Context: an optimization exercise on an open-source flow, tuned for small area and a short achievable clock period. The choices shown serve that exercise and are no tape-out recipe. Only simulation tests tie the RTL to the original design; equivalence was not proved. Power figures rest on the tool's default switching activity, not on a simulated workload.

## fir_filter
module fir_filter
(
    input  logic              clk,
    input  logic              rst_n,
    input  logic [fir_pkg::WD_IN-1:0]  data_in,
    output logic [fir_pkg::WD_OUT-1:0] data_out
);
Settings: LEC_CHECK=0, CAP_MARGIN=20, CORE_MARGIN=2, CORE_UTILIZATION=65, CTS_CLUSTER_DIAMETER=80, CTS_CLUSTER_SIZE=30, PLACE_DENSITY=0.75, SLEW_MARGIN=20, SYNTH_HIERARCHICAL=1, SYNTH_MINIMUM_KEEP_SIZE=0; clock period 12.5 ns.
standard.sh (not shown) runs the stock make flow with config.mk's settings and CLKGATE_MAP_FILE= SYNTH_SCRIPT=/design/flow/synth_recipe.tcl, a recipe that flattens the netlist after the stock synthesis.
==> flow/flow/run.sh <==
#!/bin/bash
# Own layout flow: the standard ORFS flow (standard.sh, unchanged synthesis,
# floorplan, power grid and tap cells), with two changes to how the layout is made:
#  - port buffers are buf_2 cells instead of the delay-buffer cell buffer_ports
#    picks by default;
#  - ORFS's timing repair aims for setup slack of 8.75 ns at the design's 12.5 ns
#    clock, so it repairs the paths that set the achieved period.
# The SDC (clock period, I/O delays, load) is the standard flow's own, unchanged.
set -euo pipefail
bash standard.sh \
  "BUFFER_PORTS_ARGS=-buffer_cell sky130_fd_sc_hd__buf_2" \
  SETUP_SLACK_MARGIN=8.75 \
  finish > standard_flow.log 2>&1
Then changed:
==> flow/flow/run.sh (replaced) <==
#!/bin/bash
# Own layout flow: the standard ORFS flow (standard.sh, unchanged synthesis,
# floorplan, power grid and tap cells), with two changes to how the layout is made:
#  - port buffers are buf_4 cells instead of the delay-buffer cell buffer_ports
#    picks by default;
#  - ORFS's timing repair aims for setup slack of 8.75 ns at the design's 12.5 ns
#    clock, so it repairs the paths that set the achieved period.
# The SDC (clock period, I/O delays, load) is the standard flow's own, unchanged.
set -euo pipefail
bash standard.sh \
  "BUFFER_PORTS_ARGS=-buffer_cell sky130_fd_sc_hd__buf_4" \
  SETUP_SLACK_MARGIN=8.75 \
  finish > standard_flow.log 2>&1
Effect:
- critical path depth grows by 2
- synthesized cell count does not change
- routed wire length grows by 1.7%
- maximum frequency barely changes
- clock-buffer cell count stays the same
- worst setup slack is about the same
- first-iteration DRC count shrinks by 7.3%
- core utilization grows by 0.62 points
- register-to-register slack barely changes
Then changed:
==> flow/flow/run.sh (replaced) <==
#!/bin/bash
# Own layout flow: the standard ORFS flow (standard.sh, unchanged synthesis,
# floorplan, power grid and tap cells), with two changes to how the layout is made:
#  - port buffers are buf_2 cells instead of the delay-buffer cell buffer_ports
#    picks by default;
#  - ORFS's timing repair aims for setup slack of 8.75 ns at the design's 12.5 ns
#    clock, so it repairs the paths that set the achieved period.
# The SDC (clock period, I/O delays, load) is the standard flow's own, unchanged.
set -euo pipefail
bash standard.sh \
  "BUFFER_PORTS_ARGS=-buffer_cell sky130_fd_sc_hd__buf_2" \
  SETUP_SLACK_MARGIN=8.75 \
  finish > standard_flow.log 2>&1
Settings changed: CTS_CLUSTER_DIAMETER 80 to 100, CTS_CLUSTER_SIZE 30 to 20.
Synthesized area is unchanged.
Worst setup slack improved by 0.0038 ns.
Maximum frequency barely changes.
Routed wire length goes down slightly.
Die area is unchanged.
Cell area drops slightly.
Global-route usage went down by 0.58 points.
Worst hold slack is worse by 0.0060 ns.
Sequential power hardly moves.


Another version of the RTL of fir_filter (not shown whole).
Size in the first run: about 480 flip-flops, ~50 I/O pins.
// fir_filter
module fir_filter
(
    input  logic              clk,
    input  logic              rst_n,
    input  logic [fir_pkg::WD_IN-1:0]  data_in,
    output logic [fir_pkg::WD_OUT-1:0] data_out
);
export LEC_CHECK = 0
export CAP_MARGIN = 20
export CORE_MARGIN = 2
export CORE_UTILIZATION = 40
export SLEW_MARGIN = 20
export SYNTH_HIERARCHICAL = 1
export SYNTH_MINIMUM_KEEP_SIZE = 0
create_clock -name core_clock -period 12.5 [get_ports {clk}]
==> flow/flow/run.sh <==
#!/bin/bash
# Own layout flow: the standard ORFS flow (standard.sh, unchanged synthesis,
# floorplan, power grid and tap cells), with two changes to how the layout is made:
#  - port buffers are buf_4 cells instead of the delay-buffer cell buffer_ports
#    picks by default;
#  - ORFS's timing repair aims for setup slack of 8.75 ns at the design's 12.5 ns
#    clock, so it repairs the paths that set the achieved period.
# The SDC (clock period, I/O delays, load) is the standard flow's own, unchanged.
set -euo pipefail
bash standard.sh \
  "BUFFER_PORTS_ARGS=-buffer_cell sky130_fd_sc_hd__buf_4" \
  SETUP_SLACK_MARGIN=8.75 \
  finish > standard_flow.log 2>&1
The first run finished with timing, DRC and antenna clean.
Rerun with:
CTS_CLUSTER_DIAMETER = 80   (was default)
CTS_CLUSTER_SIZE = 30   (was default)
- utilization drops by 1.3 points
- combinational power drops by about 1%
- total power drops by 6.9%
- synthesized cell count stays the same
- final area drops by 2.7%
- final cell count drops by 2.0%
- setup slack degrades by 18 ps
- clock-buffer cell count drops by 37
- via count drops by 2.5%
- wire length drops by about 3%

-- port drivers added, routing unchanged --
In the flow no input, the clock included, has a driving cell. The finished layouts below were timed again as built, in two steps. Step 1 assumes that a clkbuf_16 drives the clock port and a buf_2 every other input. Step 2 adds t to the input delays and takes it off the output delays; t is the mean of the earliest and latest rising clock arrival at the registers after step 1. Input paths then give back, and output paths get back, about the clock's delay inside the block. Three values: ideal, step 1, step 2; two values: the first two.
| run | t, ns | setup WS [ns] | worst setup path at the end |
|---|---|---|---|
| the first run of note 1 | 0.610 | 8.826 / 8.792 / 8.394 | input to register |
| the second run of note 1 | 0.623 | 8.828 / 8.785 / 8.407 | input to register |
| the third run of note 1 | 0.613 | 8.832 / 8.809 / 8.383 | input to register |
| the first run of note 2 | 0.646 | 8.809 / 8.753 / 8.357 | input to register |
| the second run of note 2 | 0.648 | 8.791 / 8.736 / 8.363 | input to register |
After both steps every run listed still meets setup and hold. The setup slack of the first run of note 2, which loses most, moves by -0.056 ns with the drivers and by -0.452 ns with both steps.
